Background: an optimization exercise with open tools, aiming at small area, a short achievable clock period and few clock cycles. Do not read the settings as production practice. RTL that was checked went through simulation tests only; none was proved equivalent to the original. For run 2, only the layout was checked, not whether the RTL still works. The flow treats the clock pin as an ideal source, which a real chip does not have.

==> flow/design.v <==
`timescale 1ns/1ns
module gradient_result (
  input  logic signed [10:0] gx,
  input  logic signed [10:0] gy,
  output logic [10:0]        mag,
  output logic               a45,
  output logic               a90,
  output logic               a135
);
  logic [9:0] ax, ay;
  logic       sec0, sec90, same_sign;
  assign ax  = gx[10] ? 10'(-gx) : 10'(gx);
  assign ay  = gy[10] ? 10'(-gy) : 10'(gy);
  assign mag = {1'b0, ax} + {1'b0, ay};
  logic c1_1, c1_2, c1_3, c1_4, c1_5, c1_6, c1_7, c1_8, c1_9, c1_10, c1_11, c1_12, c1_13, c1_14, c1_15, c1_16, c1_17, c1_18, c1_19, c1_20, c1_21, c1_22, c1_23, c1_24, c1_25, c1_26, c1_27, c1_28, c1_29, c1_30, c1_31, c1_32, c1_33, c1_34, c1_35, c1_36, c1_37, c1_38, c1_39, c1_40, c1_41, c1_42, c1_43, c1_44, c1_45, c1_46, c1_47, c1_48, c1_49, c1_50, c1_51, c1_52, c1_53, c1_54, c1_55, c1_56, c1_57, c1_58, c1_59, c1_60, c1_61, c1_62, c1_63, c1_64, c1_65, c1_66, c1_67, c1_68, c1_69, c1_70, c1_71, c1_72, c1_73, c1_74, c1_75, c1_76, c1_77, c1_78, c1_79, c1_80, c1_81, c1_82, c1_83, c1_84, c1_85, c1_86, c2_1, c2_2, c2_3, c2_4, c2_5, c2_6, c2_7, c2_8, c2_9, c2_10, c2_11, c2_12, c2_13, c2_14, c2_15, c2_16, c2_17, c2_18, c2_19, c2_20, c2_21, c2_22, c2_23, c2_24, c2_25, c2_26, c2_27, c2_28, c2_29, c2_30, c2_31, c2_32, c2_33, c2_34, c2_35, c2_36, c2_37, c2_38, c2_39, c2_40, c2_41, c2_42, c2_43, c2_44, c2_45, c2_46, c2_47, c2_48, c2_49, c2_50, c2_51, c2_52, c2_53, c2_54, c2_55, c2_56, c2_57, c2_58, c2_59, c2_60, c2_61, c2_62, c2_63, c2_64, c2_65, c2_66, c2_67, c2_68, c2_69, c2_70, c2_71, c2_72, c2_73, c2_74, c2_75, c2_76, c2_77, c2_78, c2_79, c2_80, c2_81, c2_82, c2_83, c2_84, c2_85, c2_86, c2_87, c2_88, c2_89, c2_90, c2_91, c2_92, c2_93, c2_94, c2_95, c2_96, c2_97, c2_98, c2_99, c2_100, c2_101, c2_102, c2_103, c2_104, c2_105, c2_106;
  assign c1_1 = ~ay[3] & ax[0];
  assign c1_2 = (~ay[4] & ax[1]) | (~ay[4] & c1_1) | (ax[1] & c1_1);
  assign c1_3 = (~ay[5] & ax[2]) | (~ay[5] & c1_2) | (ax[2] & c1_2);
  assign c1_4 = (~ay[6] & ax[3]) | (~ay[6] & c1_3) | (ax[3] & c1_3);
  assign c1_5 = (~ay[7] & ax[4]) | (~ay[7] & c1_4) | (ax[4] & c1_4);
  assign c1_6 = ~ay[8] ^ ax[5] ^ ~ax[0];
  assign c1_7 = (~ay[8] & ax[5]) | (~ay[8] & ~ax[0]) | (ax[5] & ~ax[0]);
  assign c1_8 = (1'b1 & c1_5) | (1'b1 & c1_6) | (c1_5 & c1_6);
  assign c1_9 = ~ay[9] ^ ax[6] ^ ~ax[1];
  assign c1_10 = (~ay[9] & ax[6]) | (~ay[9] & ~ax[1]) | (ax[6] & ~ax[1]);
  assign c1_11 = (c1_7 & c1_8) | (c1_7 & c1_9) | (c1_8 & c1_9);
  assign c1_12 = ~ay[0] ^ ax[7] ^ ~ax[2];
  assign c1_13 = (~ay[0] & ax[7]) | (~ay[0] & ~ax[2]) | (ax[7] & ~ax[2]);
  assign c1_14 = ~ax[0] ^ 1'b1 ^ c1_10;
  assign c1_15 = (~ax[0] & 1'b1) | (~ax[0] & c1_10) | (1'b1 & c1_10);
  assign c1_16 = (c1_11 & c1_12) | (c1_11 & c1_14) | (c1_12 & c1_14);
  assign c1_17 = ~ay[1] ^ ax[8] ^ ~ax[3];
  assign c1_18 = (~ay[1] & ax[8]) | (~ay[1] & ~ax[3]) | (ax[8] & ~ax[3]);
  assign c1_19 = ~ax[1] ^ c1_13 ^ c1_15;
  assign c1_20 = (~ax[1] & c1_13) | (~ax[1] & c1_15) | (c1_13 & c1_15);
  assign c1_21 = (c1_16 & c1_17) | (c1_16 & c1_19) | (c1_17 & c1_19);
  assign c1_22 = ~ay[2] ^ ay[0] ^ ax[9];
  assign c1_23 = (~ay[2] & ay[0]) | (~ay[2] & ax[9]) | (ay[0] & ax[9]);
  assign c1_24 = ~ax[4] ^ ~ax[2] ^ c1_18;
  assign c1_25 = (~ax[4] & ~ax[2]) | (~ax[4] & c1_18) | (~ax[2] & c1_18);
  assign c1_26 = c1_20 ^ c1_21 ^ c1_22;
  assign c1_27 = (c1_20 & c1_21) | (c1_20 & c1_22) | (c1_21 & c1_22);
  assign c1_28 = c1_24 & c1_26;
  assign c1_29 = ~ay[3] ^ ay[1] ^ ~ax[5];
  assign c1_30 = (~ay[3] & ay[1]) | (~ay[3] & ~ax[5]) | (ay[1] & ~ax[5]);
  assign c1_31 = ~ax[3] ^ c1_23 ^ c1_25;
  assign c1_32 = (~ax[3] & c1_23) | (~ax[3] & c1_25) | (c1_23 & c1_25);
  assign c1_33 = c1_27 ^ c1_28 ^ c1_29;
  assign c1_34 = (c1_27 & c1_28) | (c1_27 & c1_29) | (c1_28 & c1_29);
  assign c1_35 = c1_31 & c1_33;
  assign c1_36 = ~ay[4] ^ ay[2] ^ ~ax[6];
  assign c1_37 = (~ay[4] & ay[2]) | (~ay[4] & ~ax[6]) | (ay[2] & ~ax[6]);
  assign c1_38 = ~ax[4] ^ c1_30 ^ c1_32;
  assign c1_39 = (~ax[4] & c1_30) | (~ax[4] & c1_32) | (c1_30 & c1_32);
  assign c1_40 = c1_34 ^ c1_35 ^ c1_36;
  assign c1_41 = (c1_34 & c1_35) | (c1_34 & c1_36) | (c1_35 & c1_36);
  assign c1_42 = c1_38 & c1_40;
  assign c1_43 = ~ay[5] ^ ay[3] ^ ~ax[7];
  assign c1_44 = (~ay[5] & ay[3]) | (~ay[5] & ~ax[7]) | (ay[3] & ~ax[7]);
  assign c1_45 = ~ax[5] ^ c1_37 ^ c1_39;
  assign c1_46 = (~ax[5] & c1_37) | (~ax[5] & c1_39) | (c1_37 & c1_39);
  assign c1_47 = c1_41 ^ c1_42 ^ c1_43;
  assign c1_48 = (c1_41 & c1_42) | (c1_41 & c1_43) | (c1_42 & c1_43);
  assign c1_49 = c1_45 & c1_47;
  assign c1_50 = ~ay[6] ^ ay[4] ^ ~ax[8];
  assign c1_51 = (~ay[6] & ay[4]) | (~ay[6] & ~ax[8]) | (ay[4] & ~ax[8]);
  assign c1_52 = ~ax[6] ^ c1_44 ^ c1_46;
  assign c1_53 = (~ax[6] & c1_44) | (~ax[6] & c1_46) | (c1_44 & c1_46);
  assign c1_54 = c1_48 ^ c1_49 ^ c1_50;
  assign c1_55 = (c1_48 & c1_49) | (c1_48 & c1_50) | (c1_49 & c1_50);
  assign c1_56 = c1_52 & c1_54;
  assign c1_57 = ~ay[7] ^ ay[5] ^ ~ax[9];
  assign c1_58 = (~ay[7] & ay[5]) | (~ay[7] & ~ax[9]) | (ay[5] & ~ax[9]);
  assign c1_59 = ~ax[7] ^ c1_51 ^ c1_53;
  assign c1_60 = (~ax[7] & c1_51) | (~ax[7] & c1_53) | (c1_51 & c1_53);
  assign c1_61 = c1_55 ^ c1_56 ^ c1_57;
  assign c1_62 = (c1_55 & c1_56) | (c1_55 & c1_57) | (c1_56 & c1_57);
  assign c1_63 = c1_59 & c1_61;
  assign c1_64 = ~ay[8] ^ ay[6] ^ ~ax[8];
  assign c1_65 = (~ay[8] & ay[6]) | (~ay[8] & ~ax[8]) | (ay[6] & ~ax[8]);
  assign c1_66 = 1'b1 ^ c1_58 ^ c1_60;
  assign c1_67 = (1'b1 & c1_58) | (1'b1 & c1_60) | (c1_58 & c1_60);
  assign c1_68 = c1_62 ^ c1_63 ^ c1_64;
  assign c1_69 = (c1_62 & c1_63) | (c1_62 & c1_64) | (c1_63 & c1_64);
  assign c1_70 = c1_66 & c1_68;
  assign c1_71 = ~ay[9] ^ ay[7] ^ ~ax[9];
  assign c1_72 = (~ay[9] & ay[7]) | (~ay[9] & ~ax[9]) | (ay[7] & ~ax[9]);
  assign c1_73 = 1'b1 ^ c1_65 ^ c1_67;
  assign c1_74 = (1'b1 & c1_65) | (1'b1 & c1_67) | (c1_65 & c1_67);
  assign c1_75 = c1_69 ^ c1_70 ^ c1_71;
  assign c1_76 = (c1_69 & c1_70) | (c1_69 & c1_71) | (c1_70 & c1_71);
  assign c1_77 = c1_73 & c1_75;
  assign c1_78 = ay[8] ^ 1'b1 ^ c1_72;
  assign c1_79 = (ay[8] & 1'b1) | (ay[8] & c1_72) | (1'b1 & c1_72);
  assign c1_80 = c1_74 ^ c1_76 ^ c1_77;
  assign c1_81 = (c1_74 & c1_76) | (c1_74 & c1_77) | (c1_76 & c1_77);
  assign c1_82 = c1_78 & c1_80;
  assign c1_83 = ay[9] ^ c1_79 ^ c1_81;
  assign c1_84 = (ay[9] & c1_79) | (ay[9] & c1_81) | (c1_79 & c1_81);
  assign c1_85 = c1_82 & c1_83;
  assign c1_86 = 1'b1 ^ c1_84 ^ c1_85;
  assign c2_1 = ay[2] & ax[0];
  assign c2_2 = ay[3] ^ ay[0] ^ ax[1];
  assign c2_3 = (ay[3] & ay[0]) | (ay[3] & ax[1]) | (ay[0] & ax[1]);
  assign c2_4 = c2_1 & c2_2;
  assign c2_5 = ay[4] ^ ay[1] ^ ax[2];
  assign c2_6 = (ay[4] & ay[1]) | (ay[4] & ax[2]) | (ay[1] & ax[2]);
  assign c2_7 = (c2_3 & c2_4) | (c2_3 & c2_5) | (c2_4 & c2_5);
  assign c2_8 = ay[5] ^ ay[2] ^ ax[3];
  assign c2_9 = (ay[5] & ay[2]) | (ay[5] & ax[3]) | (ay[2] & ax[3]);
  assign c2_10 = (c2_6 & c2_7) | (c2_6 & c2_8) | (c2_7 & c2_8);
  assign c2_11 = ay[6] ^ ay[3] ^ ax[4];
  assign c2_12 = (ay[6] & ay[3]) | (ay[6] & ax[4]) | (ay[3] & ax[4]);
  assign c2_13 = (c2_9 & c2_10) | (c2_9 & c2_11) | (c2_10 & c2_11);
  assign c2_14 = ay[7] ^ ay[4] ^ ax[5];
  assign c2_15 = (ay[7] & ay[4]) | (ay[7] & ax[5]) | (ay[4] & ax[5]);
  assign c2_16 = (c2_12 & c2_13) | (c2_12 & c2_14) | (c2_13 & c2_14);
  assign c2_17 = ay[8] ^ ay[5] ^ ~ay[0];
  assign c2_18 = (ay[8] & ay[5]) | (ay[8] & ~ay[0]) | (ay[5] & ~ay[0]);
  assign c2_19 = ax[6] ^ ~ax[0] ^ c2_15;
  assign c2_20 = (ax[6] & ~ax[0]) | (ax[6] & c2_15) | (~ax[0] & c2_15);
  assign c2_21 = (c2_16 & c2_17) | (c2_16 & c2_19) | (c2_17 & c2_19);
  assign c2_22 = ay[9] ^ ay[6] ^ ~ay[1];
  assign c2_23 = (ay[9] & ay[6]) | (ay[9] & ~ay[1]) | (ay[6] & ~ay[1]);
  assign c2_24 = ax[7] ^ ~ax[1] ^ 1'b1;
  assign c2_25 = (ax[7] & ~ax[1]) | (ax[7] & 1'b1) | (~ax[1] & 1'b1);
  assign c2_26 = c2_18 ^ c2_20 ^ c2_21;
  assign c2_27 = (c2_18 & c2_20) | (c2_18 & c2_21) | (c2_20 & c2_21);
  assign c2_28 = (c2_22 & c2_24) | (c2_22 & c2_26) | (c2_24 & c2_26);
  assign c2_29 = ay[7] ^ ~ay[2] ^ ax[8];
  assign c2_30 = (ay[7] & ~ay[2]) | (ay[7] & ax[8]) | (~ay[2] & ax[8]);
  assign c2_31 = ~ax[2] ^ c2_23 ^ c2_25;
  assign c2_32 = (~ax[2] & c2_23) | (~ax[2] & c2_25) | (c2_23 & c2_25);
  assign c2_33 = c2_27 ^ c2_28 ^ c2_29;
  assign c2_34 = (c2_27 & c2_28) | (c2_27 & c2_29) | (c2_28 & c2_29);
  assign c2_35 = c2_31 & c2_33;
  assign c2_36 = ay[8] ^ ~ay[3] ^ ay[0];
  assign c2_37 = (ay[8] & ~ay[3]) | (ay[8] & ay[0]) | (~ay[3] & ay[0]);
  assign c2_38 = ax[9] ^ ~ax[3] ^ c2_30;
  assign c2_39 = (ax[9] & ~ax[3]) | (ax[9] & c2_30) | (~ax[3] & c2_30);
  assign c2_40 = c2_32 ^ c2_34 ^ c2_35;
  assign c2_41 = (c2_32 & c2_34) | (c2_32 & c2_35) | (c2_34 & c2_35);
  assign c2_42 = (c2_36 & c2_38) | (c2_36 & c2_40) | (c2_38 & c2_40);
  assign c2_43 = ay[9] ^ ~ay[4] ^ ay[1];
  assign c2_44 = (ay[9] & ~ay[4]) | (ay[9] & ay[1]) | (~ay[4] & ay[1]);
  assign c2_45 = ~ax[4] ^ ~ax[0] ^ 1'b1;
  assign c2_46 = (~ax[4] & ~ax[0]) | (~ax[4] & 1'b1) | (~ax[0] & 1'b1);
  assign c2_47 = c2_37 ^ c2_39 ^ c2_41;
  assign c2_48 = (c2_37 & c2_39) | (c2_37 & c2_41) | (c2_39 & c2_41);
  assign c2_49 = c2_42 ^ c2_43 ^ c2_45;
  assign c2_50 = (c2_42 & c2_43) | (c2_42 & c2_45) | (c2_43 & c2_45);
  assign c2_51 = c2_47 & c2_49;
  assign c2_52 = ~ay[5] ^ ay[2] ^ ~ax[5];
  assign c2_53 = (~ay[5] & ay[2]) | (~ay[5] & ~ax[5]) | (ay[2] & ~ax[5]);
  assign c2_54 = ~ax[1] ^ c2_44 ^ c2_46;
  assign c2_55 = (~ax[1] & c2_44) | (~ax[1] & c2_46) | (c2_44 & c2_46);
  assign c2_56 = c2_48 ^ c2_50 ^ c2_51;
  assign c2_57 = (c2_48 & c2_50) | (c2_48 & c2_51) | (c2_50 & c2_51);
  assign c2_58 = (c2_52 & c2_54) | (c2_52 & c2_56) | (c2_54 & c2_56);
  assign c2_59 = ~ay[6] ^ ay[3] ^ ~ax[6];
  assign c2_60 = (~ay[6] & ay[3]) | (~ay[6] & ~ax[6]) | (ay[3] & ~ax[6]);
  assign c2_61 = ~ax[2] ^ c2_53 ^ c2_55;
  assign c2_62 = (~ax[2] & c2_53) | (~ax[2] & c2_55) | (c2_53 & c2_55);
  assign c2_63 = c2_57 ^ c2_58 ^ c2_59;
  assign c2_64 = (c2_57 & c2_58) | (c2_57 & c2_59) | (c2_58 & c2_59);
  assign c2_65 = c2_61 & c2_63;
  assign c2_66 = ~ay[7] ^ ay[4] ^ ~ax[7];
  assign c2_67 = (~ay[7] & ay[4]) | (~ay[7] & ~ax[7]) | (ay[4] & ~ax[7]);
  assign c2_68 = ~ax[3] ^ c2_60 ^ c2_62;
  assign c2_69 = (~ax[3] & c2_60) | (~ax[3] & c2_62) | (c2_60 & c2_62);
  assign c2_70 = c2_64 ^ c2_65 ^ c2_66;
  assign c2_71 = (c2_64 & c2_65) | (c2_64 & c2_66) | (c2_65 & c2_66);
  assign c2_72 = c2_68 & c2_70;
  assign c2_73 = ~ay[8] ^ ay[5] ^ ~ax[8];
  assign c2_74 = (~ay[8] & ay[5]) | (~ay[8] & ~ax[8]) | (ay[5] & ~ax[8]);
  assign c2_75 = ~ax[4] ^ c2_67 ^ c2_69;
  assign c2_76 = (~ax[4] & c2_67) | (~ax[4] & c2_69) | (c2_67 & c2_69);
  assign c2_77 = c2_71 ^ c2_72 ^ c2_73;
  assign c2_78 = (c2_71 & c2_72) | (c2_71 & c2_73) | (c2_72 & c2_73);
  assign c2_79 = c2_75 & c2_77;
  assign c2_80 = ~ay[9] ^ ay[6] ^ ~ax[9];
  assign c2_81 = (~ay[9] & ay[6]) | (~ay[9] & ~ax[9]) | (ay[6] & ~ax[9]);
  assign c2_82 = ~ax[5] ^ c2_74 ^ c2_76;
  assign c2_83 = (~ax[5] & c2_74) | (~ax[5] & c2_76) | (c2_74 & c2_76);
  assign c2_84 = c2_78 ^ c2_79 ^ c2_80;
  assign c2_85 = (c2_78 & c2_79) | (c2_78 & c2_80) | (c2_79 & c2_80);
  assign c2_86 = c2_82 & c2_84;
  assign c2_87 = ay[7] ^ ~ax[6] ^ c2_81;
  assign c2_88 = (ay[7] & ~ax[6]) | (ay[7] & c2_81) | (~ax[6] & c2_81);
  assign c2_89 = c2_83 ^ c2_85 ^ c2_86;
  assign c2_90 = (c2_83 & c2_85) | (c2_83 & c2_86) | (c2_85 & c2_86);
  assign c2_91 = c2_87 & c2_89;
  assign c2_92 = ay[8] ^ ~ax[7] ^ 1'b1;
  assign c2_93 = (ay[8] & ~ax[7]) | (ay[8] & 1'b1) | (~ax[7] & 1'b1);
  assign c2_94 = c2_88 ^ c2_90 ^ c2_91;
  assign c2_95 = (c2_88 & c2_90) | (c2_88 & c2_91) | (c2_90 & c2_91);
  assign c2_96 = c2_92 & c2_94;
  assign c2_97 = ay[9] ^ ~ax[8] ^ 1'b1;
  assign c2_98 = (ay[9] & ~ax[8]) | (ay[9] & 1'b1) | (~ax[8] & 1'b1);
  assign c2_99 = c2_93 ^ c2_95 ^ c2_96;
  assign c2_100 = (c2_93 & c2_95) | (c2_93 & c2_96) | (c2_95 & c2_96);
  assign c2_101 = c2_97 & c2_99;
  assign c2_102 = ~ax[9] ^ 1'b1 ^ c2_98;
  assign c2_103 = (~ax[9] & 1'b1) | (~ax[9] & c2_98) | (1'b1 & c2_98);
  assign c2_104 = (c2_100 & c2_101) | (c2_100 & c2_102) | (c2_101 & c2_102);
  assign c2_105 = c2_103 & c2_104;
  assign c2_106 = 1'b1 ^ c2_105;
  assign sec0      = c1_86;
  assign sec90     = !c2_106;
  assign same_sign = (gx[10] == gy[10]);
  assign a45  = !sec0 && !sec90 && same_sign;
  assign a135 = !sec0 && !sec90 && !same_sign;
  assign a90  = !sec0 && sec90;
endmodule
`timescale 1ns/1ns
module ced_top
#(
  parameter int IMG_SIZE = 128
) (
  input  logic        clk,
  input  logic        rst,
  input  logic        enable,
  output logic        ird,
  output logic [13:0] iaddr,
  input  logic [7:0]  idata,
  output logic        grad_wr,
  output logic [39:0] grad_out,
  output logic        done
);
  localparam int K    = 8;             
  localparam int KO   = K - 2;         
  localparam int OUTS = IMG_SIZE - 2;  
  localparam int DL   = 2 * K + 1;     
  localparam logic [13:0] OADDR_INIT = 14'(-(2 * OUTS + 1));
  logic        started;   
  logic        run;       
  logic [2:0]  jr;        
  logic [6:0]  rowr;      
  logic [6:0]  colr;      
  logic        v1, v2;    
  logic [13:0] oaddr;     
  logic last_j, last_read;
  assign last_j    = (jr == 3'(K - 1));
  assign last_read = last_j && (colr == 7'd127) && (rowr == 7'd127);
  assign ird   = run;
  assign iaddr = {rowr, colr};
  always_ff @(posedge clk or posedge rst) begin
    if (rst) begin
      started <= 1'b0;
      run     <= 1'b0;
      v1      <= 1'b0;
      v2      <= 1'b0;
      grad_wr <= 1'b0;
      done    <= 1'b0;
    end else begin
      if (enable && !started) begin
        started <= 1'b1;
        run     <= 1'b1;
      end else if (last_read) begin
        run     <= 1'b0;
      end
      v1      <= run && (jr >= 3'd2) && (colr >= 7'd2);
      v2      <= v1;
      grad_wr <= v2;
      if (started && !run && !v1 && !v2) done <= 1'b1;
    end
  end
  always_ff @(posedge clk) begin
    if (!started) begin
      jr   <= '0;
      rowr <= '0;
      colr <= '0;
    end else begin
      jr <= jr + 3'd1;
      if (last_j) begin
        colr <= colr + 7'd1;
        if (colr == 7'd127) rowr <= rowr - 7'd1;
        else                rowr <= rowr - 7'(K - 1);
      end else begin
        rowr <= rowr + 7'd1;
      end
    end
  end
  always_ff @(posedge clk) begin
    if (!started) begin
      oaddr <= OADDR_INIT;
    end else if (jr == 3'd2) begin
      if (colr == 7'd0) oaddr <= oaddr - 14'(OUTS + 127);
      else              oaddr <= oaddr - 14'((K - 1) * OUTS - 1);
    end else begin
      oaddr <= oaddr + 14'(OUTS);
    end
  end
  logic [7:0] px [DL];
  always_ff @(posedge clk) begin
    px[0] <= idata;
    for (int i = 1; i < DL; i++) px[i] <= px[i-1];
  end
  logic signed [8:0]  d;
  logic signed [8:0]  s2;
  logic signed [10:0] s1;
  logic signed [10:0] gx;
  logic [9:0]         h, h1, h2;
  logic signed [10:0] gy;
  assign d  = {1'b0, px[0]} - {1'b0, px[2*K]};
  assign gx = {{2{d[8]}}, d} + s1;
  assign h  = {2'b0, px[0]} + {2'b0, px[2*K]} + {1'b0, px[K], 1'b0};
  assign gy = {1'b0, h} - {1'b0, h2};
  always_ff @(posedge clk) begin
    s2 <= d;
    s1 <= {d[8], d, 1'b0} + {{2{s2[8]}}, s2};
    h1 <= h;
    h2 <= h1;
  end
  logic [10:0] mag;
  logic        a45, a90, a135;
  gradient_result u_gradient_result (
    .gx   (gx),
    .gy   (gy),
    .mag  (mag),
    .a45  (a45),
    .a90  (a90),
    .a135 (a135)
  );
  logic [10:0] mag_q;
  logic        a45_q, a90_q, a135_q;
  always_ff @(posedge clk) begin
    mag_q  <= mag;
    a45_q  <= a45;
    a135_q <= a135;
    a90_q  <= a90;
  end
  logic [7:0] ang;
  assign ang = {a135_q, a90_q, a45_q, a90_q, a45_q | a90_q,
                a45_q | a135_q, a90_q | a135_q, a45_q | a135_q};
  assign grad_out = {2'b0, mag_q, 5'b0, ang, oaddr};
endmodule
==> flow/flow/run.sh <==
#!/bin/bash
# The standard layout, except that the port buffers are buf_2 cells
# rather than the default pick (a slow clkdlybuf4s50_1).
set -euo pipefail
export BUFFER_PORTS_ARGS="-buffer_cell sky130_fd_sc_hd__buf_2"
bash standard.sh > standard.log 2>&1
==> flow/standard.sh <==
#!/bin/bash
# synth_recipe.tcl (not shown) runs the flow's synth.tcl, then flattens the netlist and writes it again
# the make line also repeats each setting of config.mk as NAME=value (left out here)
make -C /OpenROAD-flow-scripts/flow DESIGN_CONFIG=/design/flow/config.mk WORK_HOME=/design/flow/orfs CLKGATE_MAP_FILE= SYNTH_SCRIPT=/design/flow/synth_recipe.tcl "${@:-finish}"
==> flow/config.mk <==
export PLATFORM = sky130hd
export DESIGN_NAME = ced_top
export DESIGN_NICKNAME = ced_top
export VERILOG_FILES = /design/flow/design.v
export SDC_FILE = /design/flow/constraint.sdc
export NUM_CORES = 4
export LEC_CHECK = 0
export CAP_MARGIN = 20
export CORE_MARGIN = 2
export CORE_UTILIZATION = 40
export CTS_CLUSTER_DIAMETER = 60
export CTS_CLUSTER_SIZE = 25
export PLACE_DENSITY = 0.6
export SLEW_MARGIN = 20
==> flow/constraint.sdc <==
create_clock -name core_clock -period 70.0 [get_ports {clk}]
set_input_delay 14.0000 -clock core_clock [delete_from_list [all_inputs] [get_ports {clk}]]
set_output_delay 14.0000 -clock core_clock [all_outputs]
set_load 0.01 [all_outputs]
==> flow_metrics.py, run 1 <==
metrics = {
    "synth": {
        "async_flop_share": 0.02667,
        "synth_area_leaders": "dfxtp_1 40%, fa_1 14%, ha_1 10%, xnor2_1 5.0%, inv_1 3.7%",
        "syn_avg_cell_area_um2": 10.78,
        "synth_seq_cells": 225,
        "synth_flop_cell": "dfxtp_1",
        "yosysMostFrequentCell": "dfxtp_1",
        "ys_top_cells_by_count": "219 x dfxtp_1, 107 x inv_1, 90 x ha_1",
        "netlist_area_um2": 10930,
        "yosysTopAreaCell": "dfxtp_1",
        "synth_top_area_share": 0.4010,
        "synth_edf_count": 0,
        "ys_warn_count": 2,
        "syn_inst": 1014,
        "seq_area_frac_synth": 0.4147,
        "yosysUniqueCellTypes": 75,
    },
    "clocking": {
        "htree_num_levels": 1,
        "cts_tree": "yes",
        "cts_resized": 0,
        "cts.sink_count": 225,
        "cts_setup_buffers": 0,
        "cts_root_buf": "clkbuf_16",
        "clock_latency_ns": 0.54,
        "numCtsBuffers": 22,
        "clock_path_buffers": 3,
        "clkTransAtPathRegs_ns": 0.06,
        "cts_hold_buf": 0,
    },
    "sta": {
        "rsz0062_at_grt": "no",
        "post-route-period-util": 0.2180,
        "max_freq_mhz": 65.54,
        "fin_crit_ns": 15.26,
        "worst_slew_pin_slew_ns": 0.9533,
        "maxSlewHeadroom": 0.3645,
        "tns_ns": 0,
        "hold_viol_final": 0,
        "clock_skew_ns": 0.03302,
        "finalSetupViolCount": 0,
        "maxSlewViolCount": 0,
    },
    "drt": {
        "wl_per_cell_um": 13.80,
        "wirelength_met1_um": 9632,
        "drcViolationCount": 0,
        "finalWirelength_um": 19990,
        "dr.max_layer_used": "met4",
        "drt_iter0_markers": 373,
        "ant_nets": 0,
        "vias": 6914,
        "met2_length_um": 8949,
        "firstDrtPassIters": 4,
        "wl_met3_um": 746,
        "vias_per_cell": 4.772,
    },
    "placed_design": {
        "routabilityCongestion": 0.8950,
        "dpl.hpwl_um": 15500,
        "numPortBuffers": 60,
        "dpl_cell_area_um2": 11630,
    },
    "layout": {
        "fin_area_um2": 12480,
        "nets": 1267,
        "drive_gt1_frac": 0.1245,
        "syn2layout_area_growth_pct": 14.19,
        "fillers": 2477,
        "num_antenna_cells": 0,
    },
    "grt": {
        "grt_pass1_wl_um": 33710,
        "track_usage": 0.1438,
        "grt_pass1_vias": 7052,
        "grt_max_degree": 35,
        "gr-total-overflow": 0,
        "antenna_found_initial": 0,
    },
    "floorplan": {
        "ios": 68,
        "die_y_um": 169.3,
        "dieArea_um2": 28670,
        "start_util": 0.4068,
        "num_rows": 60,
        "dieWidth_um": 169.3,
        "design.core.area_um2": 26880,
    },
    "setup_path": {
        "cp_num_buf_inv": 1,
        "crit_type": "flip-flop to output pin",
        "critPathSlowestCell": "dfxtp_1",
        "critPathMaxStageDelay_ns": 0.32,
        "crit_fanout": 4,
        "start_kind": "flip-flop",
        "cp_top_family": "flip-flops",
        "critPathCaptureType": "output pin",
        "cp.required_ns": 56.00,
        "crit_arrival_ns": 1.26,
        "crit_chain": "or2_2 -> buf_2",
    },
    "status": {
        "status": "complete, no violations",
    },
    "flow_run": {
        "maxCapViolations": 0,
    },
    "worst_hold_path": {
        "hold_path_class": "flip-flop to flip-flop",
    },
}
==> final timing paths <==
| path | startpoint | endpoint | slack (ns) | depth (start not counted) |
|---|---|---|---|---|
| max | a90_q | grad_out[17] | 54.74 | 2 |
| min in group asynchronous | rst | started | 13.36 | 2 |
| max in group asynchronous | rst | done | 56.46 | 2 |
| min | px[4][0] | px[5][0] | 0.32 | 0 |
| min reg2reg | px[4][0] | px[5][0] | 0.32 | 0 |
| max reg2reg | px[0][1] | a135_q | 55.34 | 52 |
==> final cells by class <==
cell class	instances	area, µm²	share of cell area
clock buffer	24	568.0	0.04550
sequential	225	4534	0.3632
inverter	109	409.1	0.03277
tap	341	426.7	0.03418
timing repair buffer	69	367.9	0.02946
clock inverter	16	282.8	0.02265
multi-input combinational	665	5896	0.4722
==> layer usage <==
layer / up-vias / global-route usage
li1: 3494 / -
met1: 3250 / 0.1913
met2: 121 / 0.2366
met3: 49 / 0.02472
met4: 0 / 0.05128
met5: - / 0
==> sequential cells by signal, summed over array words and instances (netlist names), 3 cells and up <==
register / cells
rowr: 7
colr: 7
s2: 8
h2: 10
s1: 10
px: 136
jr: 3
mag_q: 11
h1: 10
oaddr: 14
==> worst reg2reg max path, delay by kind of cell (launching register included) <==
kind | cells | cell delay [ns]
AO/OA/AOI/OAI | 14 | 2.80
XOR/XNOR | 2 | 0.79
adder cells (fa/ha/maj) | 18 | 7.75
buffers and inverters | 2 | 0.39
flip-flops | 1 | 0.43
AND/OR/NAND/NOR | 16 | 2.36
==> metrics by stage <==
stage / cells / setup WS, ns / hold WS [ns] / utilization
after floorplan: 1020 / 55.23 / 0.3096 / -
after global placement: 1409 / 55.28 / 0.3100 / 0.4326
after detailed placement: 1409 / 55.26 / 0.3121 / 0.4326
after CTS: 1449 / 54.71 / 0.3264 / 0.4642
after global routing: 1449 / 54.44 / 0.3321 / 0.4645
final: 1449 / 54.74 / 0.3238 / 0.4645
==> placed cells by master (no fill, tap or decap), types with 36 or more instances in the layout <==
| cell | n |
|---|---|
| a21oi_1 | 56 |
| buf_2 | 60 |
| dfxtp_1 | 219 |
| fa_1 | 74 |
| ha_1 | 90 |
| inv_1 | 107 |
| nand2_1 | 49 |
| nor2_1 | 45 |
| o21ai_0 | 36 |
| xnor2_1 | 61 |
==> kinds of logic after synthesis <==
logic type / count (synthesis) / synth area share
AO/OA/AOI/OAI: 180 / 0.1078
XOR/XNOR: 94 / 0.08068
adder cells (fa/ha/maj): 169 / 0.2433
buffers and inverters: 130 / 0.04875
flip-flops: 225 / 0.4147
multiplexers: 6 / 0.006408
other: 1 / 0.0003430
AND/OR/NAND/NOR: 209 / 0.09796
Testbench counts, summed over its fixed seeds: cycles 172,072.
==> run 2: changes to the inputs <==
--- a/flow/design.v
+++ b/flow/design.v
@@ -8,9 +8,18 @@
   output logic               a135
 );
+  function automatic logic [13:0] radd(input logic [13:0] a, input logic [13:0] b, input logic cin);
+    logic [13:0] s; logic c; integer i;
+    c = cin;
+    for (i = 0; i < 14; i = i + 1) begin
+      s[i] = a[i] ^ b[i] ^ c;
+      c = (a[i] & b[i]) | (a[i] & c) | (b[i] & c);
+    end
+    radd = s;
+  endfunction
   logic [9:0] ax, ay;
   logic       sec0, sec90, same_sign;
-  assign ax  = gx[10] ? 10'(-gx) : 10'(gx);
-  assign ay  = gy[10] ? 10'(-gy) : 10'(gy);
-  assign mag = {1'b0, ax} + {1'b0, ay};
+  assign ax  = 10'(radd({4'b0, gx[9:0] ^ {10{gx[10]}}}, 14'd0, gx[10]));
+  assign ay  = 10'(radd({4'b0, gy[9:0] ^ {10{gy[10]}}}, 14'd0, gy[10]));
+  assign mag = 11'(radd({4'b0, ax}, {4'b0, ay}, 1'b0));
   logic c1_1, c1_2, c1_3, c1_4, c1_5, c1_6, c1_7, c1_8, c1_9, c1_10, c1_11, c1_12, c1_13, c1_14, c1_15, c1_16, c1_17, c1_18, c1_19, c1_20, c1_21, c1_22, c1_23, c1_24, c1_25, c1_26, c1_27, c1_28, c1_29, c1_30, c1_31, c1_32, c1_33, c1_34, c1_35, c1_36, c1_37, c1_38, c1_39, c1_40, c1_41, c1_42, c1_43, c1_44, c1_45, c1_46, c1_47, c1_48, c1_49, c1_50, c1_51, c1_52, c1_53, c1_54, c1_55, c1_56, c1_57, c1_58, c1_59, c1_60, c1_61, c1_62, c1_63, c1_64, c1_65, c1_66, c1_67, c1_68, c1_69, c1_70, c1_71, c1_72, c1_73, c1_74, c1_75, c1_76, c1_77, c1_78, c1_79, c1_80, c1_81, c1_82, c1_83, c1_84, c1_85, c1_86, c2_1, c2_2, c2_3, c2_4, c2_5, c2_6, c2_7, c2_8, c2_9, c2_10, c2_11, c2_12, c2_13, c2_14, c2_15, c2_16, c2_17, c2_18, c2_19, c2_20, c2_21, c2_22, c2_23, c2_24, c2_25, c2_26, c2_27, c2_28, c2_29, c2_30, c2_31, c2_32, c2_33, c2_34, c2_35, c2_36, c2_37, c2_38, c2_39, c2_40, c2_41, c2_42, c2_43, c2_44, c2_45, c2_46, c2_47, c2_48, c2_49, c2_50, c2_51, c2_52, c2_53, c2_54, c2_55, c2_56, c2_57, c2_58, c2_59, c2_60, c2_61, c2_62, c2_63, c2_64, c2_65, c2_66, c2_67, c2_68, c2_69, c2_70, c2_71, c2_72, c2_73, c2_74, c2_75, c2_76, c2_77, c2_78, c2_79, c2_80, c2_81, c2_82, c2_83, c2_84, c2_85, c2_86, c2_87, c2_88, c2_89, c2_90, c2_91, c2_92, c2_93, c2_94, c2_95, c2_96, c2_97, c2_98, c2_99, c2_100, c2_101, c2_102, c2_103, c2_104, c2_105, c2_106;
   assign c1_1 = ~ay[3] & ax[0];
@@ -232,4 +241,16 @@
   localparam int OUTS = IMG_SIZE - 2;  
   localparam int DL   = 2 * K + 1;     
+  function automatic logic [13:0] radd(input logic [13:0] a, input logic [13:0] b,
+                                       input logic cin);
+    logic [13:0] s;
+    logic        c;
+    integer      i;
+    c = cin;
+    for (i = 0; i < 14; i = i + 1) begin
+      s[i] = a[i] ^ b[i] ^ c;
+      c    = (a[i] & b[i]) | (a[i] & c) | (b[i] & c);
+    end
+    radd = s;
+  endfunction
   localparam logic [13:0] OADDR_INIT = 14'(-(2 * OUTS + 1));
   logic        started;   
@@ -266,4 +287,11 @@
     end
   end
+  logic [6:0]  row_step;
+  logic [13:0] oaddr_step;
+  always_comb begin
+    if (!last_j)              row_step = 7'd1;
+    else if (colr == 7'd127)  row_step = 7'(-1);
+    else                      row_step = 7'(-(K - 1));
+  end
   always_ff @(posedge clk) begin
     if (!started) begin
@@ -272,23 +300,17 @@
       colr <= '0;
     end else begin
-      jr <= jr + 3'd1;
-      if (last_j) begin
-        colr <= colr + 7'd1;
-        if (colr == 7'd127) rowr <= rowr - 7'd1;
-        else                rowr <= rowr - 7'(K - 1);
-      end else begin
-        rowr <= rowr + 7'd1;
-      end
+      jr   <= 3'(radd({11'b0, jr}, 14'd0, 1'b1));
+      colr <= 7'(radd({7'b0, colr}, 14'd0, last_j));
+      rowr <= 7'(radd({7'b0, rowr}, {7'b0, row_step}, 1'b0));
     end
   end
+  always_comb begin
+    if (jr != 3'd2)          oaddr_step = 14'(OUTS);
+    else if (colr == 7'd0)   oaddr_step = 14'(-(OUTS + 127));
+    else                     oaddr_step = 14'(-((K - 1) * OUTS - 1));
+  end
   always_ff @(posedge clk) begin
-    if (!started) begin
-      oaddr <= OADDR_INIT;
-    end else if (jr == 3'd2) begin
-      if (colr == 7'd0) oaddr <= oaddr - 14'(OUTS + 127);
-      else              oaddr <= oaddr - 14'((K - 1) * OUTS - 1);
-    end else begin
-      oaddr <= oaddr + 14'(OUTS);
-    end
+    if (!started) oaddr <= OADDR_INIT;
+    else          oaddr <= radd(oaddr, oaddr_step, 1'b0);
   end
   logic [7:0] px [DL];
@@ -303,11 +325,13 @@
   logic [9:0]         h, h1, h2;
   logic signed [10:0] gy;
-  assign d  = {1'b0, px[0]} - {1'b0, px[2*K]};
-  assign gx = {{2{d[8]}}, d} + s1;
-  assign h  = {2'b0, px[0]} + {2'b0, px[2*K]} + {1'b0, px[K], 1'b0};
-  assign gy = {1'b0, h} - {1'b0, h2};
+  logic [9:0] h0;
+  assign d  = 9'(radd({6'b0, px[0]}, ~{6'b0, px[2*K]}, 1'b1));
+  assign gx = 11'(radd({{5{d[8]}}, d}, {{3{s1[10]}}, s1}, 1'b0));
+  assign h0 = 10'(radd({6'b0, px[0]}, {6'b0, px[2*K]}, 1'b0));
+  assign h  = 10'(radd({4'b0, h0}, {5'b0, px[K], 1'b0}, 1'b0));
+  assign gy = 11'(radd({4'b0, h}, ~{4'b0, h2}, 1'b1));
   always_ff @(posedge clk) begin
     s2 <= d;
-    s1 <= {d[8], d, 1'b0} + {{2{s2[8]}}, s2};
+    s1 <= 11'(radd({{4{d[8]}}, d, 1'b0}, {{5{s2[8]}}, s2}, 1'b0));
     h1 <= h;
     h2 <= h1;
==> flow/flow/run.sh (replaced) <==
#!/bin/bash
# The standard layout (standard.sh, unchanged scripts) with two changes:
# - the port buffers are buf_2 cells rather than the default pick (a slow
#   clkdlybuf4s50_1), which shortens the paths into and out of the ports;
# - clock tree synthesis uses clkbuf_8 cells in clusters of up to 20 sinks
#   and adds no dummy loads for balancing.
set -euo pipefail
export BUFFER_PORTS_ARGS="-buffer_cell sky130_fd_sc_hd__buf_2"
export CTS_ARGS="-sink_clustering_enable -repair_clock_nets -sink_clustering_size 20 -sink_clustering_max_diameter 60 -dont_use_dummy_load -buf_list sky130_fd_sc_hd__clkbuf_8"
bash standard.sh > standard.log 2>&1
--- a/flow/config.mk
+++ b/flow/config.mk
@@ -9,6 +9,4 @@
 export CORE_MARGIN = 2
 export CORE_UTILIZATION = 40
-export CTS_CLUSTER_DIAMETER = 60
-export CTS_CLUSTER_SIZE = 25
 export PLACE_DENSITY = 0.6
 export SLEW_MARGIN = 20
==> flow_metrics.py, run 2 <==
metrics = {
    "clocking": {
        "clock_latency_ns": 0.54,
        "cts_setup_buffers": 0,
        "cts_hold_buf": 0,
        "cts_tree": "yes",
        "cts.sink_count": 225,
        "cts_root_buf": "clkbuf_8",
        "clock_path_buffers": 3,
        "htree_num_levels": 1,
        "clkTransAtPathRegs_ns": 0.11,
        "cts_resized": 0,
        "numCtsBuffers": 21,
    },
    "sta": {
        "hold_slack_ns": 0.2580,
        "maxSlewHeadroom": 0.3753,
        "timing.final.ws_setup_ns": 53.52,
        "fin_crit_ns": 16.48,
        "finalSetupViolCount": 0,
        "maxSlewViolCount": 0,
        "max_freq_mhz": 60.67,
        "clock_skew_ns": 0.06884,
        "worst_slew_pin_slew_ns": 0.9304,
        "hold_viol_final": 0,
        "post-route-period-util": 0.2355,
        "rsz0062_at_grt": "no",
        "tns_ns": 0,
    },
    "setup_path": {
        "r2r_end": "a45_q",
        "critPathMaxStageDelay_ns": 0.75,
        "cp.required_ns": 70.38,
        "reg2reg_slack_ns": 53.52,
        "r2r_cells": 56,
        "critPathCaptureType": "flip-flop",
        "start_kind": "flip-flop",
        "crit_type": "flip-flop to flip-flop",
        "cpMostUsedCell": "fa_1",
        "crit_arrival_ns": 16.86,
        "critPathSlowestCell": "xnor2_1",
        "r2r-start": "px[0][0]",
        "crit_fanout": 11,
    },
    "synth": {
        "ys_top_cells_by_count": "219 x dfxtp_1, 166 x inv_1, 131 x fa_1",
        "syn_avg_cell_area_um2": 12.69,
        "seq_area_frac_synth": 0.4665,
        "yosysTopAreaCell": "dfxtp_1",
        "synth_seq_cells": 225,
        "syn_inst": 766,
        "synth_edf_count": 0,
        "async_flop_share": 0.02667,
        "yosysUniqueCellTypes": 50,
        "synth_top_area_share": 0.4510,
        "yosysMostFrequentCell": "dfxtp_1",
        "ys_warn_count": 3,
        "synth_flop_cell": "dfxtp_1",
        "netlist_area_um2": 9721,
        "synth_area_leaders": "dfxtp_1 45%, fa_1 27%, ha_1 6.8%, inv_1 6.4%, xnor2_1 2.1%",
    },
    "flow_run": {
        "maxCapViolations": 0,
    },
    "floorplan": {
        "num_rows": 57,
        "start_util": 0.4032,
        "dieArea_um2": 25560,
        "ios": 68,
        "die_y_um": 159.9,
        "dieWidth_um": 159.9,
        "design.core.area_um2": 24110,
    },
    "grt": {
        "top_usage_layer": "met2",
        "met2_usage": 0.2076,
        "grt_pass1_wl_um": 26340,
        "grt_max_degree": 35,
        "grt_pass1_vias": 5369,
        "track_usage": 0.1276,
        "gr-total-overflow": 0,
        "antenna_found_initial": 0,
        "use_met1": 0.1720,
        "use_met3": 0.02805,
    },
    "layout": {
        "syn2layout_area_growth_pct": 9.486,
        "largest_reg_flops": 136,
        "final_common_cell": "dfxtp_1",
        "layout_common_cells": "219 x dfxtp_1, 166 x inv_1, 131 x fa_1",
        "num_antenna_cells": 0,
        "fillers": 2303,
        "regMostFlops": "px",
        "drive_gt1_frac": 0.1122,
        "top_regs": "px: 136 flops, oaddr: 14 flops, mag_q: 11 flops",
        "seqCellArea_um2": 4534,
        "multiInputGateArea_um2": 4476,
        "nets": 1035,
    },
    "status": {
        "status": "complete, no violations",
    },
    "drt": {
        "wl_per_cell_um": 12.82,
        "vias_per_cell": 4.179,
        "finalWirelength_um": 14890,
        "drt_iter0_markers": 186,
        "vias": 4856,
        "ant_nets": 0,
        "drcViolationCount": 0,
        "firstDrtPassIters": 4,
    },
    "worst_hold_path": {
        "whs_path_depth": 0,
        "min-delay-start": "px[2][7]",
        "hold_path_class": "flip-flop to flip-flop",
        "hold_path_end": "px[3][7]",
    },
    "placed_design": {
        "dpl.hpwl_um": 11580,
        "routabilityCongestion": 0.8118,
        "preCtsSetupSlack_ns": 53.43,
        "numPortBuffers": 60,
    },
}
[run 2: worst max-delay path by stage]
stage | start | endpoint | depth (start not counted)
after floorplan | px[0][0] | a135_q | 58
after CTS | px[0][0] | a45_q | 56
after global routing | px[0][0] | a45_q | 56
final | px[0][0] | a45_q | 56
after global placement | px[0][0] | a45_q | 56
after detailed placement | px[0][0] | a45_q | 56
[run 2: critical path, delay by kind of cell, from the launching register on]
family | cells | cell delay, ns
DFF | 1 | 0.38
AOI/OAI and AO/OA | 11 | 1.56
buffers and inverters | 2 | 0.11
xor gates and xnor gates | 2 | 0.90
and+or+nand+nor | 13 | 1.81
adders and majority gates | 28 | 11.61
[run 2: cells by family after synthesis]
family | count (synthesis) | share of synthesized area
and+or+nand+nor | 100 | 0.05792
AOI/OAI and AO/OA | 32 | 0.02446
DFF | 225 | 0.4665
adders and majority gates | 186 | 0.3401
muxes | 1 | 0.001030
buffers and inverters | 183 | 0.07543
other | 1 | 0.0003858
xor gates and xnor gates | 38 | 0.03424
[run 2: final cells by class]
cell class | count | share of cell area
Timing Repair Buffer | 62 | 0.02963
Clock buffer | 21 | 0.02716
Tap cell | 324 | 0.03809
Inverter | 166 | 0.05855
Sequential cell | 225 | 0.4261
Multi-Input combinational cell | 364 | 0.4205
[run 2: metal layers]
metal / share of wire / vias up / wire (µm)
li1: - / 2384 / -
met2: 0.46 / 71 / 6786
met5: 0 / - / 0
met1: 0.48 / 2372 / 7097
met3: 0.046 / 29 / 692
met4: 0.021 / 0 / 315
[run 2: metrics by stage]
step | utilization | instances | cell area [µm²]
6_report | 0.4415 | 1162 | 10640
5_1_grt | 0.4415 | 1162 | 10640
4_1_cts | 0.4415 | 1162 | 10640
3_5_place_dp | 0.4295 | 1141 | 10350
3_3_place_gp | 0.4295 | 1141 | 10350
2_1_floorplan | - | 772 | 9743
==> run 3: changes to the inputs <==
--- a/flow/design.v
+++ b/flow/design.v
@@ -1,24 +1,25 @@
 `timescale 1ns/1ns
 module gradient_result (
-  input  logic signed [10:0] gx,
-  input  logic signed [10:0] gy,
-  output logic [10:0]        mag,
-  output logic               a45,
-  output logic               a90,
-  output logic               a135
+  input  logic [9:0]  ax,
+  input  logic [9:0]  ay,
+  input  logic        same_sign,
+  output logic [10:0] mag,
+  output logic        a45,
+  output logic        a90,
+  output logic        a135
 );
-  function automatic logic [13:0] radd(input logic [13:0] a, input logic [13:0] b, input logic cin);
-    logic [13:0] s; logic c; integer i;
+  function automatic logic [13:0] radd(input logic [13:0] a, input logic [13:0] b,
+                                       input logic cin);
+    logic [13:0] s;
+    logic        c;
+    integer      i;
     c = cin;
     for (i = 0; i < 14; i = i + 1) begin
       s[i] = a[i] ^ b[i] ^ c;
-      c = (a[i] & b[i]) | (a[i] & c) | (b[i] & c);
+      c    = (a[i] & b[i]) | (a[i] & c) | (b[i] & c);
     end
     radd = s;
   endfunction
-  logic [9:0] ax, ay;
-  logic       sec0, sec90, same_sign;
-  assign ax  = 10'(radd({4'b0, gx[9:0] ^ {10{gx[10]}}}, 14'd0, gx[10]));
-  assign ay  = 10'(radd({4'b0, gy[9:0] ^ {10{gy[10]}}}, 14'd0, gy[10]));
+  logic sec0, sec90;
   assign mag = 11'(radd({4'b0, ax}, {4'b0, ay}, 1'b0));
   logic c1_1, c1_2, c1_3, c1_4, c1_5, c1_6, c1_7, c1_8, c1_9, c1_10, c1_11, c1_12, c1_13, c1_14, c1_15, c1_16, c1_17, c1_18, c1_19, c1_20, c1_21, c1_22, c1_23, c1_24, c1_25, c1_26, c1_27, c1_28, c1_29, c1_30, c1_31, c1_32, c1_33, c1_34, c1_35, c1_36, c1_37, c1_38, c1_39, c1_40, c1_41, c1_42, c1_43, c1_44, c1_45, c1_46, c1_47, c1_48, c1_49, c1_50, c1_51, c1_52, c1_53, c1_54, c1_55, c1_56, c1_57, c1_58, c1_59, c1_60, c1_61, c1_62, c1_63, c1_64, c1_65, c1_66, c1_67, c1_68, c1_69, c1_70, c1_71, c1_72, c1_73, c1_74, c1_75, c1_76, c1_77, c1_78, c1_79, c1_80, c1_81, c1_82, c1_83, c1_84, c1_85, c1_86, c2_1, c2_2, c2_3, c2_4, c2_5, c2_6, c2_7, c2_8, c2_9, c2_10, c2_11, c2_12, c2_13, c2_14, c2_15, c2_16, c2_17, c2_18, c2_19, c2_20, c2_21, c2_22, c2_23, c2_24, c2_25, c2_26, c2_27, c2_28, c2_29, c2_30, c2_31, c2_32, c2_33, c2_34, c2_35, c2_36, c2_37, c2_38, c2_39, c2_40, c2_41, c2_42, c2_43, c2_44, c2_45, c2_46, c2_47, c2_48, c2_49, c2_50, c2_51, c2_52, c2_53, c2_54, c2_55, c2_56, c2_57, c2_58, c2_59, c2_60, c2_61, c2_62, c2_63, c2_64, c2_65, c2_66, c2_67, c2_68, c2_69, c2_70, c2_71, c2_72, c2_73, c2_74, c2_75, c2_76, c2_77, c2_78, c2_79, c2_80, c2_81, c2_82, c2_83, c2_84, c2_85, c2_86, c2_87, c2_88, c2_89, c2_90, c2_91, c2_92, c2_93, c2_94, c2_95, c2_96, c2_97, c2_98, c2_99, c2_100, c2_101, c2_102, c2_103, c2_104, c2_105, c2_106;
@@ -215,7 +216,6 @@
   assign c2_105 = c2_103 & c2_104;
   assign c2_106 = 1'b1 ^ c2_105;
-  assign sec0      = c1_86;
-  assign sec90     = !c2_106;
-  assign same_sign = (gx[10] == gy[10]);
+  assign sec0  = c1_86;
+  assign sec90 = !c2_106;
   assign a45  = !sec0 && !sec90 && same_sign;
   assign a135 = !sec0 && !sec90 && !same_sign;
@@ -253,5 +253,6 @@
     radd = s;
   endfunction
-  localparam logic [13:0] OADDR_INIT = 14'(-(2 * OUTS + 1));
+  localparam int          LAG        = 4;    
+  localparam logic [13:0] OADDR_INIT = 14'(-((LAG - 1) * OUTS + 1));
   logic        started;   
   logic        run;       
@@ -259,5 +260,5 @@
   logic [6:0]  rowr;      
   logic [6:0]  colr;      
-  logic        v1, v2;    
+  logic        v1, v2, v3;   
   logic [13:0] oaddr;     
   logic last_j, last_read;
@@ -272,4 +273,5 @@
       v1      <= 1'b0;
       v2      <= 1'b0;
+      v3      <= 1'b0;
       grad_wr <= 1'b0;
       done    <= 1'b0;
@@ -283,6 +285,7 @@
       v1      <= run && (jr >= 3'd2) && (colr >= 7'd2);
       v2      <= v1;
-      grad_wr <= v2;
-      if (started && !run && !v1 && !v2) done <= 1'b1;
+      v3      <= v2;
+      grad_wr <= v3;
+      if (started && !run && !v1 && !v2 && !v3) done <= 1'b1;
     end
   end
@@ -306,5 +309,5 @@
   end
   always_comb begin
-    if (jr != 3'd2)          oaddr_step = 14'(OUTS);
+    if (jr != 3'(LAG - 1))   oaddr_step = 14'(OUTS);
     else if (colr == 7'd0)   oaddr_step = 14'(-(OUTS + 127));
     else                     oaddr_step = 14'(-((K - 1) * OUTS - 1));
@@ -337,13 +340,23 @@
     h2 <= h1;
   end
+  logic [9:0] ax, ay, ax_q, ay_q;
+  logic       same_q;
+  assign ax = 10'(radd({4'b0, gx[9:0] ^ {10{gx[10]}}}, 14'd0, gx[10]));
+  assign ay = 10'(radd({4'b0, gy[9:0] ^ {10{gy[10]}}}, 14'd0, gy[10]));
+  always_ff @(posedge clk) begin
+    ax_q   <= ax;
+    ay_q   <= ay;
+    same_q <= (gx[10] == gy[10]);
+  end
   logic [10:0] mag;
   logic        a45, a90, a135;
   gradient_result u_gradient_result (
-    .gx   (gx),
-    .gy   (gy),
-    .mag  (mag),
-    .a45  (a45),
-    .a90  (a90),
-    .a135 (a135)
+    .ax        (ax_q),
+    .ay        (ay_q),
+    .same_sign (same_q),
+    .mag       (mag),
+    .a45       (a45),
+    .a90       (a90),
+    .a135      (a135)
   );
   logic [10:0] mag_q;
==> flow_metrics.py, run 3 <==
metrics = {
    "drt": {
        "vias_per_cell": 4.088,
        "ant_nets": 0,
        "drcViolationCount": 0,
        "firstDrtPassIters": 4,
        "finalWirelength_um": 13960,
        "drt_iter0_markers": 125,
        "wl_per_cell_um": 12.41,
        "vias": 4599,
    },
    "sta": {
        "tns_ns": 0,
        "fin_crit_ns": 15.27,
        "maxSlewViolCount": 0,
        "maxSlewHeadroom": 0.4334,
        "post-route-period-util": 0.2181,
        "hold_slack_ns": 0.2941,
        "max_freq_mhz": 65.51,
        "hold_viol_final": 0,
        "clock_skew_ns": 0.05121,
        "finalSetupViolCount": 0,
        "worst_slew_pin_slew_ns": 0.8499,
        "rsz0062_at_grt": "no",
    },
    "synth": {
        "seq_area_frac_synth": 0.5021,
        "ys_warn_count": 3,
        "yosysMostFrequentCell": "dfxtp_1",
        "synth_area_leaders": "dfxtp_1 48%, fa_1 28%, inv_1 5.7%, ha_1 5.6%, dfrtp_1 1.8%",
        "async_flop_share": 0.02834,
        "synth_flop_cell": "dfxtp_1",
        "syn_avg_cell_area_um2": 13.61,
        "yosysTopAreaCell": "dfxtp_1",
        "syn_inst": 729,
        "netlist_area_um2": 9918,
        "synth_seq_cells": 247,
        "ys_top_cells_by_count": "240 x dfxtp_1, 150 x inv_1, 139 x fa_1",
        "synth_top_area_share": 0.4844,
        "synth_edf_count": 0,
        "yosysUniqueCellTypes": 35,
    },
    "clocking": {
        "clkTransAtPathRegs_ns": 0.11,
        "htree_num_levels": 1,
        "cts_tree": "yes",
        "clock_path_buffers": 3,
        "cts_root_buf": "clkbuf_8",
        "cts_setup_buffers": 0,
        "cts_resized": 0,
        "cts_hold_buf": 0,
        "numCtsBuffers": 22,
        "clock_latency_ns": 0.54,
        "cts.sink_count": 247,
    },
    "worst_hold_path": {
        "hold_path_class": "flip-flop to flip-flop",
        "min-delay-start": "px[4][3]",
    },
    "floorplan": {
        "ios": 68,
        "dieArea_um2": 26070,
        "die_y_um": 161.5,
        "design.core.area_um2": 24320,
        "num_rows": 57,
        "dieWidth_um": 161.5,
        "start_util": 0.4078,
    },
    "setup_path": {
        "r2r-start": "ax_q[1]",
        "crit_fanout": 4,
        "critPathSlowestCell": "dfxtp_1",
        "cp_top_family": "flip-flops",
        "crit_arrival_ns": 1.27,
        "critPathCaptureType": "output pin",
        "critPathMaxStageDelay_ns": 0.33,
        "crit_chain": "or2_2 -> buf_2",
        "cp_num_buf_inv": 1,
        "start_kind": "flip-flop",
        "cp.required_ns": 56.00,
        "startpoint": "a90_q",
        "crit_type": "flip-flop to output pin",
    },
    "layout": {
        "top_regs": "px: 136 flops, oaddr: 14 flops, mag_q: 11 flops",
        "multiInputGateArea_um2": 4289,
        "seqCellArea_um2": 4980,
        "nets": 997,
        "final_common_cell": "dfxtp_1",
        "layout_common_cells": "240 x dfxtp_1, 150 x inv_1, 139 x fa_1",
        "fin_area_um2": 10850,
        "largest_reg_flops": 136,
        "syn2layout_area_growth_pct": 9.373,
        "regMostFlops": "px",
        "fillers": 2199,
        "drive_gt1_frac": 0.1199,
        "final_util": 0.4461,
        "num_antenna_cells": 0,
    },
    "grt": {
        "grt_pass1_vias": 4757,
        "antenna_found_initial": 0,
        "grt_max_degree": 35,
        "grt_pass1_wl_um": 23940,
        "gr-total-overflow": 0,
        "track_usage": 0.1147,
    },
    "placed_design": {
        "numPortBuffers": 60,
        "dpl.hpwl_um": 10690,
        "routabilityCongestion": 0.8325,
        "dpl_cell_area_um2": 10550,
    },
    "flow_run": {
        "maxCapViolations": 0,
    },
    "status": {
        "status": "complete, no violations",
    },
}
-- run 3: changes by cell type in the layout (fill, tap and decap cells not counted), moves of 6 or more --
cell | previous run | this run
nand2_1 | 14 | 4
dfxtp_1 | 219 | 240
ha_1 | 53 | 44
fa_1 | 131 | 139
and2_1 | 23 | 16
inv_1 | 166 | 150
nor2b_1 | 15 | 21
-- run 3: cells by family (layout without fill, tap and decap cells) --
family | count (synthesis) | after routing | synth area share
buffers and inverters | 167 | 233 | 0.06774
and+or+nand+nor | 77 | 77 | 0.04542
other | 1 | 7 | 0.0003781
AOI/OAI and AO/OA | 16 | 16 | 0.01312
adders and majority gates | 192 | 192 | 0.3457
DFF | 247 | 247 | 0.5021
xor gates and xnor gates | 29 | 29 | 0.02561
-- run 3: worst reg2reg max path: cells and delay by family (launching register included) --
kind	cells	cell delay, ns
buffers and inverters	1	0.22
AO/OA/AOI/OAI	6	0.86
flip-flops	1	0.51
adder cells (fa/ha/maj)	19	8.12
AND/OR/NAND/NOR	11	1.76
-- run 3: path summary, 6_finish.rpt --
kind / to / slack [ns] / cells after the start
min reg2reg: px[5][3] / 0.29 / 0
min: px[5][3] / 0.29 / 0
max reg2reg: a45_q / 58.44 / 37
min in group asynchronous: run / 13.36 / 2
max in group asynchronous: v2 / 56.41 / 2
max: grad_out[17] / 54.73 / 2
-- run 3: metal layers --
metal  GRT usage  wire length, µm  up-vias
met2      0.1766             6267       54
met3     0.02465              499       25
met5           0                0        -
met1      0.1638             6819     2265
met4     0.03409              370        0
li1            -                -     2255
-- run 3: layout make-up --
| cell class | instances | share of cell area |
|---|---|---|
| Inverter | 150 | 0.05190 |
| Tap cell | 324 | 0.03737 |
| Sequential cell | 247 | 0.4591 |
| Timing Repair Buffer | 61 | 0.02837 |
| Multi-Input combinational cell | 321 | 0.3954 |
| Clock buffer | 22 | 0.02791 |
-- run 3: through the flow --
| stage | cells | setup slack [ns] |
|---|---|---|
| after CTS | 1125 | 54.69 |
| final | 1125 | 54.73 |
| after global routing | 1125 | 54.65 |
| after detailed placement | 1103 | 55.27 |
| after global placement | 1103 | 55.28 |
| after floorplan | 735 | 55.23 |
Testbench counts of run 3, summed over its fixed seeds: cycles 172,080.
==> run 4: changes to the inputs <==
==> flow/flow/run.sh (replaced) <==
#!/bin/bash
# The standard layout (standard.sh, unchanged scripts) with three changes:
# - the port buffers are buf_2 cells rather than the default pick (a slow
#   clkdlybuf4s50_1), which shortens the paths into and out of the ports;
# - clock tree synthesis uses clkbuf_8 cells in clusters of up to 20 sinks
#   and adds no dummy loads for balancing;
# - after clock tree synthesis, the tree's middle level of buffers is taken
#   out (flat_clock.tcl): the root buffer, now a clkbuf_16, drives every leaf
#   buffer itself. Every register still sees the same number of buffers.
# Each tool writes its whole output to a log file here.
set -euo pipefail
export BUFFER_PORTS_ARGS="-buffer_cell sky130_fd_sc_hd__buf_2"
export CTS_ARGS="-sink_clustering_enable -repair_clock_nets -sink_clustering_size 20 -sink_clustering_max_diameter 60 -dont_use_dummy_load -buf_list sky130_fd_sc_hd__clkbuf_8"
bash standard.sh cts > standard_cts.log 2>&1
RESULTS="$PWD/orfs/results/$FLOW_PLATFORM/ced_top/base" openroad -no_init -exit flow/flat_clock.tcl > flat_clock.log 2>&1
bash standard.sh > standard.log 2>&1
==> flow/flow/flat_clock.tcl (new file) <==
# Take the middle level out of the clock tree that CTS built: the leaf
# buffers are moved from the middle buffers' nets to the root buffer's net,
# and the root buffer is made a clkbuf_16.
set results $::env(RESULTS)
read_db $results/4_cts.odb
set block [ord::get_db_block]
set db [ord::get_db]
set root [$block findInst clkbuf_0_clk]
if {$root eq "NULL"} { error "no root clock buffer" }
set root_net [[$root findITerm X] getNet]
set mids {}
foreach it [$root_net getITerms] {
  set inst [$it getInst]
  if {$inst ne $root && [string match "clkbuf_*" [[$inst getMaster] getName]] == 0} { continue }
  if {$inst ne $root && [string match "*clkbuf*" [[$inst getMaster] getName]]} { lappend mids $inst }
}
puts "middle buffers: [llength $mids]"
foreach mid $mids {
  set out_net [[$mid findITerm X] getNet]
  set moved 0
  foreach it [$out_net getITerms] {
    if {[$it getInst] eq $mid} { continue }
    $it disconnect
    $it connect $root_net
    incr moved
  }
  puts "[$mid getName]: moved $moved loads"
  odb::dbInst_destroy $mid
  odb::dbNet_destroy $out_net
}
set m16 [$db findMaster sky130_fd_sc_hd__clkbuf_16]
$root swapMaster $m16
write_db $results/4_cts.odb
==> flow_metrics.py, run 4 <==
metrics = {
    "status": {
        "status": "complete, no violations",
    },
    "sta": {
        "maxSlewViolCount": 0,
        "maxSlewHeadroom": 0.4338,
        "post-route-period-util": 0.2180,
        "hold_viol_final": 0,
        "fin_crit_ns": 15.26,
        "max_freq_mhz": 65.53,
        "tns_ns": 0,
        "rsz0062_at_grt": "no",
        "timing.final.ws_setup_ns": 54.74,
        "clock_skew_ns": 0.05163,
        "hold_slack_ns": 0.2941,
        "finalSetupViolCount": 0,
        "worst_slew_pin_slew_ns": 0.8492,
    },
    "drt": {
        "drcViolationCount": 0,
        "firstDrtPassIters": 4,
        "ant_nets": 0,
        "finalWirelength_um": 13960,
        "drt_iter0_markers": 126,
        "vias": 4599,
        "wl_per_cell_um": 12.41,
        "vias_per_cell": 4.088,
    },
    "grt": {
        "track_usage": 0.1147,
        "gr-total-overflow": 0,
        "grt_pass1_wl_um": 23940,
        "grt_pass1_vias": 4757,
        "antenna_found_initial": 0,
        "grt_max_degree": 35,
    },
    "synth": {
        "synth_seq_cells": 247,
        "synth_edf_count": 0,
        "syn_inst": 729,
        "yosysUniqueCellTypes": 35,
        "yosysMostFrequentCell": "dfxtp_1",
        "syn_avg_cell_area_um2": 13.61,
        "synth_area_leaders": "dfxtp_1 48%, fa_1 28%, inv_1 5.7%, ha_1 5.6%, dfrtp_1 1.8%",
        "synth_flop_cell": "dfxtp_1",
        "ys_top_cells_by_count": "240 x dfxtp_1, 150 x inv_1, 139 x fa_1",
        "synth_top_area_share": 0.4844,
        "seq_area_frac_synth": 0.5021,
        "yosysTopAreaCell": "dfxtp_1",
        "async_flop_share": 0.02834,
        "ys_warn_count": 3,
        "netlist_area_um2": 9918,
    },
    "setup_path": {
        "start_kind": "flip-flop",
        "critPathCaptureType": "output pin",
        "crit_arrival_ns": 1.26,
        "cp.required_ns": 56.00,
        "crit_type": "flip-flop to output pin",
        "crit_fanout": 4,
    },
    "layout": {
        "regMostFlops": "px",
        "fillers": 2195,
        "multiInputGateArea_um2": 4289,
        "nets": 997,
        "final_common_cell": "dfxtp_1",
        "top_regs": "px: 136 flops, oaddr: 14 flops, mag_q: 11 flops",
        "largest_reg_flops": 136,
        "seqCellArea_um2": 4980,
        "num_antenna_cells": 0,
        "syn2layout_area_growth_pct": 9.487,
        "layout_common_cells": "240 x dfxtp_1, 150 x inv_1, 139 x fa_1",
        "drive_gt1_frac": 0.1199,
        "fin_cells": 1125,
    },
    "clocking": {
        "cts_setup_buffers": 0,
        "htree_num_levels": 1,
        "clkTransAtPathRegs_ns": 0.11,
        "cts_resized": 0,
        "cts_hold_buf": 0,
        "clock_latency_ns": 0.53,
        "clock_path_buffers": 3,
        "cts_root_buf": "clkbuf_8",
        "numCtsBuffers": 22,
        "cts.sink_count": 247,
        "cts_tree": "yes",
    },
    "placed_design": {
        "preCtsSetupSlack_ns": 55.27,
        "routabilityCongestion": 0.8325,
        "dpl.hpwl_um": 10690,
        "dp.cells": 1103,
        "numPortBuffers": 60,
    },
    "floorplan": {
        "start_util": 0.4078,
        "design.core.area_um2": 24320,
        "ios": 68,
        "die_y_um": 161.5,
        "dieArea_um2": 26070,
        "num_rows": 57,
        "dieWidth_um": 161.5,
    },
    "worst_hold_path": {
        "hold_path_class": "flip-flop to flip-flop",
    },
    "flow_run": {
        "maxCapViolations": 0,
    },
}
run 4: cell counts after synthesis:
Identical to the previous run, type by type.
run 4: through the flow:
stage / area [µm²] / utilization
6_report: 10860 / 0.4465
5_1_grt: 10860 / 0.4465
4_1_cts: 10850 / 0.4461
3_5_place_dp: 10550 / 0.4336
3_3_place_gp: 10550 / 0.4336
2_1_floorplan: 9941 / -
run 4: critical path: stages (launching register included):
cell	delay (ns)
dfxtp_1	0.33
or2_2	0.29
buf_2	0.14
run 4: path summary, 6_finish.rpt:
path | slack (ns) | cells after the start | end | startpoint
min in group asynchronous | 13.36 | 2 | run | rst
max reg2reg | 58.44 | 37 | a45_q | ax_q[1]
min reg2reg | 0.29 | 0 | px[5][3] | px[4][3]
max in group asynchronous | 56.40 | 2 | v2 | rst
max | 54.74 | 2 | grad_out[17] | a90_q
min | 0.29 | 0 | px[5][3] | px[4][3]
run 4: logic make-up after synthesis:
group | Yosys count | share of synthesized area
simple gates | 77 | 0.04542
flops | 247 | 0.5021
compound gates | 16 | 0.01312
fa+ha+maj | 192 | 0.3457
buf+inv | 167 | 0.06774
xor+xnor | 29 | 0.02561
other cells | 1 | 0.0003781
run 4: layer usage:
layer | track usage | wire length (µm)
met3 | 0.02465 | 536
met5 | 0 | 0
met1 | 0.1638 | 6776
met4 | 0.03409 | 377
met2 | 0.1766 | 6269
run 4: final cells by class:
class / instances / area share
clock buffers: 22 / 0.02892
flip-flops and latches: 247 / 0.4586
multi-input cells: 321 / 0.3950
repair buffers: 61 / 0.02834
inverters: 150 / 0.05185
well taps: 324 / 0.03733

-- afterwards: timing with drivers on the ports --
How much do the figures lean on ideal ports? The routed layouts below were timed once more, with nothing changed but the port constraints.
Step 1 (the two cells are an assumption about what drives the block):
set clk [get_ports {clk}]
set_driving_cell -lib_cell sky130_fd_sc_hd__clkbuf_16 $clk
set_driving_cell -lib_cell sky130_fd_sc_hd__buf_2 [delete_from_list [all_inputs] $clk]
Step 2 times the ports against the registers' clock, not the clock port: input delays grow and output delays shrink by t, the midpoint of the rising clock arrivals with the driver on.
Three values: ideal, step 1, step 2; two values: the first two.
run | t, ns | setup WS [ns] | slew at the worst register clock pin (ns)
run 1 | 0.570 | 54.742 / 54.693 / 55.262 | 0.09 / 0.09
run 2 | 0.542 | 53.516 / 53.516 / 53.516 | 0.11 / 0.11
run 3 | 0.549 | 54.735 / 54.692 / 55.242 | 0.11 / 0.11
run 4 | 0.546 | 54.739 / 54.695 / 55.241 | 0.11 / 0.11
After both steps every run listed still meets setup and hold.
